From an optimization exercise on the open Yosys and OpenROAD flow, aimed at small area; shortcuts taken in it are not production practice.
Only simulation tests tie the RTL to the original design; equivalence was not proved.
Power and IR drop assume default switching activity.

## old
==> module cmd_decoder, before the edit <==
module cmd_decoder (
	input  logic       tx_clk,
	input  logic       rst,
	input  logic       clr,
	input  logic [7:0] byte_in,
	input  logic       byte_ready,
	output logic       byte_unload,
	output logic       wr_fast,
	output logic       wr_slow,
	output logic       keep_fast,
	output logic       keep_slow,
	output logic [4:0] addr_fast,
	output logic [4:0] addr_slow,
	output logic [6:0] wdata,
	output logic [6:0] pulses
);
	logic tgt_slow;
	logic tgt_none;
	logic trig;
	logic decode;
	assign decode = !byte_ready && byte_unload;
	always_ff @(posedge tx_clk or posedge rst) begin
		if (rst) begin
			byte_unload <= 1'b0;
			wr_fast     <= 1'b0;
			wr_slow     <= 1'b0;
			keep_fast   <= 1'b1;
			keep_slow   <= 1'b1;
			trig        <= 1'b0;
		end else begin
			byte_unload <= byte_ready;
			wr_fast     <= decode && byte_in[7] && !tgt_slow && !tgt_none;
			wr_slow     <= decode && byte_in[7] && tgt_slow && !tgt_none;
			keep_fast   <= !(decode && byte_in[7] && !tgt_slow && !tgt_none);
			keep_slow   <= !(decode && byte_in[7] && tgt_slow && !tgt_none);
			trig        <= decode && byte_in[7:3] == 5'd0 && byte_in[2:0] != 3'd7;
		end
	end
	always_ff @(posedge tx_clk) begin
		if (clr) begin
			tgt_slow  <= 1'b0;
			tgt_none  <= 1'b0;
			addr_fast <= '0;
			addr_slow <= '0;
		end else begin
			if (decode && !byte_in[7] && (byte_in[6] || byte_in[5])) begin
				tgt_slow <= byte_in[6] && byte_in[5];
				tgt_none <= !byte_in[6];
			end
			if (decode && byte_in[7:5] == 3'b010) addr_fast <= byte_in[4:0];
			if (decode && byte_in[7:5] == 3'b011) addr_slow <= byte_in[4:0];
		end
	end
	always_ff @(posedge tx_clk) begin
		wdata <= byte_in[6:0];
	end
	always_comb begin
		pulses    = '0;
		pulses[6] = trig && wdata[2:0] == 3'd0;
		pulses[3] = trig && wdata[2:0] == 3'd1;
		pulses[4] = trig && wdata[2:0] == 3'd2;
		pulses[5] = trig && wdata[2:0] == 3'd3;
		pulses[2] = trig && wdata[2:0] == 3'd4;
		pulses[1] = trig && wdata[2:0] == 3'd5;
		pulses[0] = trig && wdata[2:0] == 3'd6;
	end
endmodule
==> module daq_ctrl_top, before the edit <==
module daq_ctrl_top (
	input  logic         tx_clk,
	input  logic         rst,
	input  logic [7:0]   byte_in,
	input  logic         byte_ready,
	input  logic         tx_en_fast,
	input  logic         tx_en_slow,
	input  logic         word_loaded_fast,
	input  logic         word_loaded_slow,
	output logic         byte_unload,
	output logic [145:0] timing,
	output logic [6:0]   pulses,
	output logic [9:0]   rb_fast,
	output logic [9:0]   rb_slow,
	output logic         dcm_rst,
	output logic         idelay_rst_out
);
	localparam int FAST_REGS = 31;
	localparam int SLOW_REGS = 23;
	logic       wr_fast;
	logic       wr_slow;
	logic       keep_fast;
	logic       keep_slow;
	logic [4:0] addr_fast;
	logic [4:0] addr_slow;
	logic [6:0] wdata;
	daq_ctrl_pkg::reg_word_t [FAST_REGS-1:0] fast_regs;
	function automatic logic [7*FAST_REGS-1:0] fast_arst_bits();
		logic [FAST_REGS-1:0][6:0] m;
		m = '0;
		for (int i = 0; i < FAST_REGS; i++) begin
			if (i == 0 || i == 1 || i == 22 || i == 24 || i == 27 || i == 28 || i == 30 ||
			    (i >= 3 && i <= 19 && i % 2 == 1)) begin
				m[i] = 7'h7f;
			end else if (i >= 4 && i <= 20 && i % 2 == 0) begin
				m[i] = 7'h01;
			end else if (i == 21 || i == 23 || i == 25) begin
				m[i] = 7'h3f;
			end else if (i == 29) begin
				m[i] = 7'h1f;
			end
		end
		fast_arst_bits = m;
	endfunction
	logic clr;
	logic clr_n;
	assign clr = !clr_n;
	always_ff @(posedge tx_clk or posedge rst) begin
		if (rst) begin
			clr_n <= 1'b0;
		end else begin
			clr_n <= 1'b1;
		end
	end
	logic [145:0] timing_regs;
	daq_ctrl_pkg::reg_addr_t fast_rd_addr;
	daq_ctrl_pkg::reg_word_t fast_rd_data;
	daq_ctrl_pkg::reg_addr_t slow_rd_addr;
	daq_ctrl_pkg::reg_word_t slow_rd_data;
	cmd_decoder u_dec (
		.tx_clk      (tx_clk),
		.rst         (rst),
		.clr         (clr),
		.byte_in     (byte_in),
		.byte_ready  (byte_ready),
		.byte_unload (byte_unload),
		.wr_fast     (wr_fast),
		.wr_slow     (wr_slow),
		.keep_fast   (keep_fast),
		.keep_slow   (keep_slow),
		.addr_fast   (addr_fast),
		.addr_slow   (addr_slow),
		.wdata       (wdata),
		.pulses      (pulses)
	);
	ctrl_reg_bank #(.N_REGS(FAST_REGS), .ARST_BITS(fast_arst_bits())) u_fast_bank (
		.tx_clk  (tx_clk),
		.rst     (rst),
		.clr     (clr),
		.wr      (wr_fast),
		.keep    (keep_fast),
		.wr_addr (addr_fast),
		.wr_data (wdata),
		.rd_addr (fast_rd_addr),
		.rd_data (fast_rd_data),
		.regs    (fast_regs)
	);
	ctrl_reg_bank #(.N_REGS(SLOW_REGS)) u_slow_bank (
		.tx_clk  (tx_clk),
		.rst     (rst),
		.clr     (clr),
		.wr      (wr_slow),
		.keep    (keep_slow),
		.wr_addr (addr_slow),
		.wr_data (wdata),
		.rd_addr (slow_rd_addr),
		.rd_data (slow_rd_data),
		.regs    ()
	);
	reg_readback #(.N_REGS(FAST_REGS)) u_fast_rb (
		.tx_clk      (tx_clk),
		.rst         (rst),
		.tx_en       (tx_en_fast),
		.word_loaded (word_loaded_fast),
		.rd_data     (fast_rd_data),
		.rd_addr     (fast_rd_addr),
		.link        (rb_fast)
	);
	reg_readback #(.N_REGS(SLOW_REGS)) u_slow_rb (
		.tx_clk      (tx_clk),
		.rst         (rst),
		.tx_en       (tx_en_slow),
		.word_loaded (word_loaded_slow),
		.rd_data     (slow_rd_data),
		.rd_addr     (slow_rd_addr),
		.link        (rb_slow)
	);
	reset_sequencer u_rst_seq (
		.tx_clk         (tx_clk),
		.rst            (rst),
		.full_reset     (pulses[6]),
		.idelay_rst     (pulses[2]),
		.dcm_rst        (dcm_rst),
		.idelay_rst_out (idelay_rst_out)
	);
	always_comb begin
		timing_regs = daq_ctrl_pkg::unpack_timing(fast_regs);
		timing      = timing_regs;
		timing[131] = timing_regs[131] && !clr;
		timing[26]  = timing_regs[26] && !clr;
	end
endmodule
==> flow/config.mk <==
export PLATFORM = sky130hd
export DESIGN_NAME = daq_ctrl_top
export DESIGN_NICKNAME = daq_ctrl_top
export VERILOG_FILES = /design/flow/design.v
export SDC_FILE = /design/flow/constraint.sdc
export NUM_CORES = 4
export LEC_CHECK = 0
export CAP_MARGIN = 20
export CORE_MARGIN = 2
export CORE_UTILIZATION = 60
export PLACE_DENSITY = 0.7
export SLEW_MARGIN = 20
==> flow/constraint.sdc <==
create_clock -name core_clock -period 10.0 [get_ports {tx_clk}]
set_input_delay 2.0000 -clock core_clock [delete_from_list [all_inputs] [get_ports {tx_clk}]]
set_output_delay 2.0000 -clock core_clock [all_outputs]
set_load 0.01 [all_outputs]
standard.sh (not shown) runs the stock make flow with config.mk's settings and CLKGATE_MAP_FILE= SYNTH_SCRIPT=/design/flow/synth_recipe.tcl, a recipe that flattens the netlist after the stock synthesis.
==> flow/flow/run.sh <==
#!/bin/bash
# Own layout flow: the standard flow (standard.sh) with two changes.
#  1. Synthesis is the standard script with only the ABC script swapped for the
#     area-oriented flow/area.abc. Its registers (names and cell types) are
#     checked against the standard synthesis; if they differ the standard
#     netlist is used instead.
#  2. Port buffers are sky130_fd_sc_hd__buf_1 (buffer_ports -buffer_cell).
#  3. Clock tree: clusters of at most 16 sinks within 80 um, each driven by a
#     clkbuf_8, without dummy loads (CTS_ARGS).
# Each tool's output goes to a log file of its own in this folder.
set -euo pipefail
W=$PWD
R=$W/orfs/results/$FLOW_PLATFORM/daq_ctrl_top/base

bash standard.sh synth > log_std_synth.txt 2>&1
cp "$R/1_2_yosys.v" ref_netlist.v

# 2. own synthesis: same script and make call, abc script swapped
{ cat flow/abc_override.tcl; cat synth_recipe.tcl; } > own_synth.tcl
sed "s#SYNTH_SCRIPT=[^ ]*#SYNTH_SCRIPT=$W/own_synth.tcl#" standard.sh > own_standard.sh
mkdir -p ref_results
cp -p "$R"/1_* ref_results/
rm -f "$R"/1_*
export OWN_ABC_SCRIPT=$W/flow/area.abc
if bash own_standard.sh synth > log_own_synth.txt 2>&1 \
   && python3 flow/regs.py ref_netlist.v "$R/1_2_yosys.v" > log_regs.txt 2>&1; then
  echo "own synthesis used" >> log_regs.txt
else
  echo "own synthesis not used, back to the standard netlist" >> log_regs.txt
  rm -f "$R"/1_*
  cp -p ref_results/1_* "$R"/
fi

# 3. the rest of the standard flow, port buffers as buf_1
export BUFFER_PORTS_ARGS="-buffer_cell sky130_fd_sc_hd__buf_1"
export CTS_ARGS="-sink_clustering_enable -sink_clustering_size 16 -sink_clustering_max_diameter 80 -buf_list sky130_fd_sc_hd__clkbuf_8 -dont_use_dummy_load -repair_clock_nets"
bash own_standard.sh > log_layout.txt 2>&1
test -s out/final.def
Other scripts of this flow, unchanged in this note and not shown: flow/flow/abc_override.tcl, flow/flow/area.abc, flow/flow/regs.py
Inputs modified between old and new:
--- a/flow/design.v
+++ b/flow/design.v
@@ -34,52 +34,51 @@
 	input  logic       byte_ready,
 	output logic       byte_unload,
 	output logic       wr_fast,
 	output logic       wr_slow,
 	output logic       keep_fast,
 	output logic       keep_slow,
-	output logic [4:0] addr_fast,
-	output logic [4:0] addr_slow,
+	output logic [4:0] addr,
 	output logic [6:0] wdata,
 	output logic [6:0] pulses
 );
 	logic tgt_slow;
 	logic tgt_none;
 	logic trig;
+	logic wr;
+	logic keep;
+	assign wr_fast   = wr && !tgt_slow;
+	assign wr_slow   = wr && tgt_slow;
+	assign keep_fast = keep || tgt_slow;
+	assign keep_slow = keep || !tgt_slow;
 	logic decode;
 	assign decode = !byte_ready && byte_unload;
 	always_ff @(posedge tx_clk or posedge rst) begin
 		if (rst) begin
 			byte_unload <= 1'b0;
-			wr_fast     <= 1'b0;
-			wr_slow     <= 1'b0;
-			keep_fast   <= 1'b1;
-			keep_slow   <= 1'b1;
+			wr          <= 1'b0;
+			keep        <= 1'b1;
 			trig        <= 1'b0;
 		end else begin
 			byte_unload <= byte_ready;
-			wr_fast     <= decode && byte_in[7] && !tgt_slow && !tgt_none;
-			wr_slow     <= decode && byte_in[7] && tgt_slow && !tgt_none;
-			keep_fast   <= !(decode && byte_in[7] && !tgt_slow && !tgt_none);
-			keep_slow   <= !(decode && byte_in[7] && tgt_slow && !tgt_none);
+			wr          <= decode && byte_in[7] && !tgt_none;
+			keep        <= !(decode && byte_in[7] && !tgt_none);
 			trig        <= decode && byte_in[7:3] == 5'd0 && byte_in[2:0] != 3'd7;
 		end
 	end
 	always_ff @(posedge tx_clk) begin
 		if (clr) begin
 			tgt_slow  <= 1'b0;
 			tgt_none  <= 1'b0;
-			addr_fast <= '0;
-			addr_slow <= '0;
+			addr      <= '0;
 		end else begin
 			if (decode && !byte_in[7] && (byte_in[6] || byte_in[5])) begin
 				tgt_slow <= byte_in[6] && byte_in[5];
 				tgt_none <= !byte_in[6];
 			end
-			if (decode && byte_in[7:5] == 3'b010) addr_fast <= byte_in[4:0];
-			if (decode && byte_in[7:5] == 3'b011) addr_slow <= byte_in[4:0];
+			if (decode && byte_in[7:6] == 2'b01) addr <= byte_in[4:0];
 		end
 	end
 	always_ff @(posedge tx_clk) begin
 		wdata <= byte_in[6:0];
 	end
 	always_comb begin
@@ -292,14 +291,13 @@
 	localparam int FAST_REGS = 31;
 	localparam int SLOW_REGS = 23;
 	logic       wr_fast;
 	logic       wr_slow;
 	logic       keep_fast;
 	logic       keep_slow;
-	logic [4:0] addr_fast;
-	logic [4:0] addr_slow;
+	logic [4:0] addr;
 	logic [6:0] wdata;
 	daq_ctrl_pkg::reg_word_t [FAST_REGS-1:0] fast_regs;
 	function automatic logic [7*FAST_REGS-1:0] fast_arst_bits();
 		logic [FAST_REGS-1:0][6:0] m;
 		m = '0;
 		for (int i = 0; i < FAST_REGS; i++) begin
@@ -339,36 +337,35 @@
 		.byte_ready  (byte_ready),
 		.byte_unload (byte_unload),
 		.wr_fast     (wr_fast),
 		.wr_slow     (wr_slow),
 		.keep_fast   (keep_fast),
 		.keep_slow   (keep_slow),
-		.addr_fast   (addr_fast),
-		.addr_slow   (addr_slow),
+		.addr        (addr),
 		.wdata       (wdata),
 		.pulses      (pulses)
 	);
 	ctrl_reg_bank #(.N_REGS(FAST_REGS), .ARST_BITS(fast_arst_bits())) u_fast_bank (
 		.tx_clk  (tx_clk),
 		.rst     (rst),
 		.clr     (clr),
 		.wr      (wr_fast),
 		.keep    (keep_fast),
-		.wr_addr (addr_fast),
+		.wr_addr (addr),
 		.wr_data (wdata),
 		.rd_addr (fast_rd_addr),
 		.rd_data (fast_rd_data),
 		.regs    (fast_regs)
 	);
 	ctrl_reg_bank #(.N_REGS(SLOW_REGS)) u_slow_bank (
 		.tx_clk  (tx_clk),
 		.rst     (rst),
 		.clr     (clr),
 		.wr      (wr_slow),
 		.keep    (keep_slow),
-		.wr_addr (addr_slow),
+		.wr_addr (addr),
 		.wr_data (wdata),
 		.rd_addr (slow_rd_addr),
 		.rd_data (slow_rd_data),
 		.regs    ()
 	);
 	reg_readback #(.N_REGS(FAST_REGS)) u_fast_rb (
Findings:
- From old to new the numbers moved as follows: starting density of the core went down by 0.53 points, fraction of standard cell area that is sequential held steady, area of all placed cells without fillers now smaller.
- Relative to old, the HPWL reported at the end of detailed placement measured on new has increased by a few percent.
- old has a higher synthesized area than new.
- On x dimension of the die, the higher figure sits with old, not new.
- | wire length on met1 | old vs new | ≈ equal |
- Synthesized-area fraction occupied by ao, oa, aoi and oai cells for new is higher than for old.
- new vs. old: power now smaller; layout overhead on the synthesized area now larger; buffer share of cell area now larger.
- On per-cell routed wire length, the lower figure sits with old, not new.

## separate check: timing with driven ports
In the flow no input, the clock included, has a driving cell. The finished layouts below were timed again as built, in two steps. Step 1, drivers: a clkbuf_16 drives tx_clk and a buf_2 each remaining input, both assumed. Step 2 times the ports against the registers' clock, not the clock port: input delays grow and output delays shrink by t, the midpoint of the rising clock arrivals with the driver on. Slacks: no drivers / after step 1 / after step 2; pairs: no drivers / after step 1.
run | t (ns) | slack for setup (ns) | slew at the worst register clock pin (ns) | worst data-port slew with drivers (ns)
old | 0.607 | 5.801 / 5.749 / 6.309 | 0.11 / 0.11 | 0.05
new | 0.592 | 5.074 / 5.024 / 5.616 | 0.11 / 0.11 | 0.04
After both steps setup and hold are still met in every run listed.
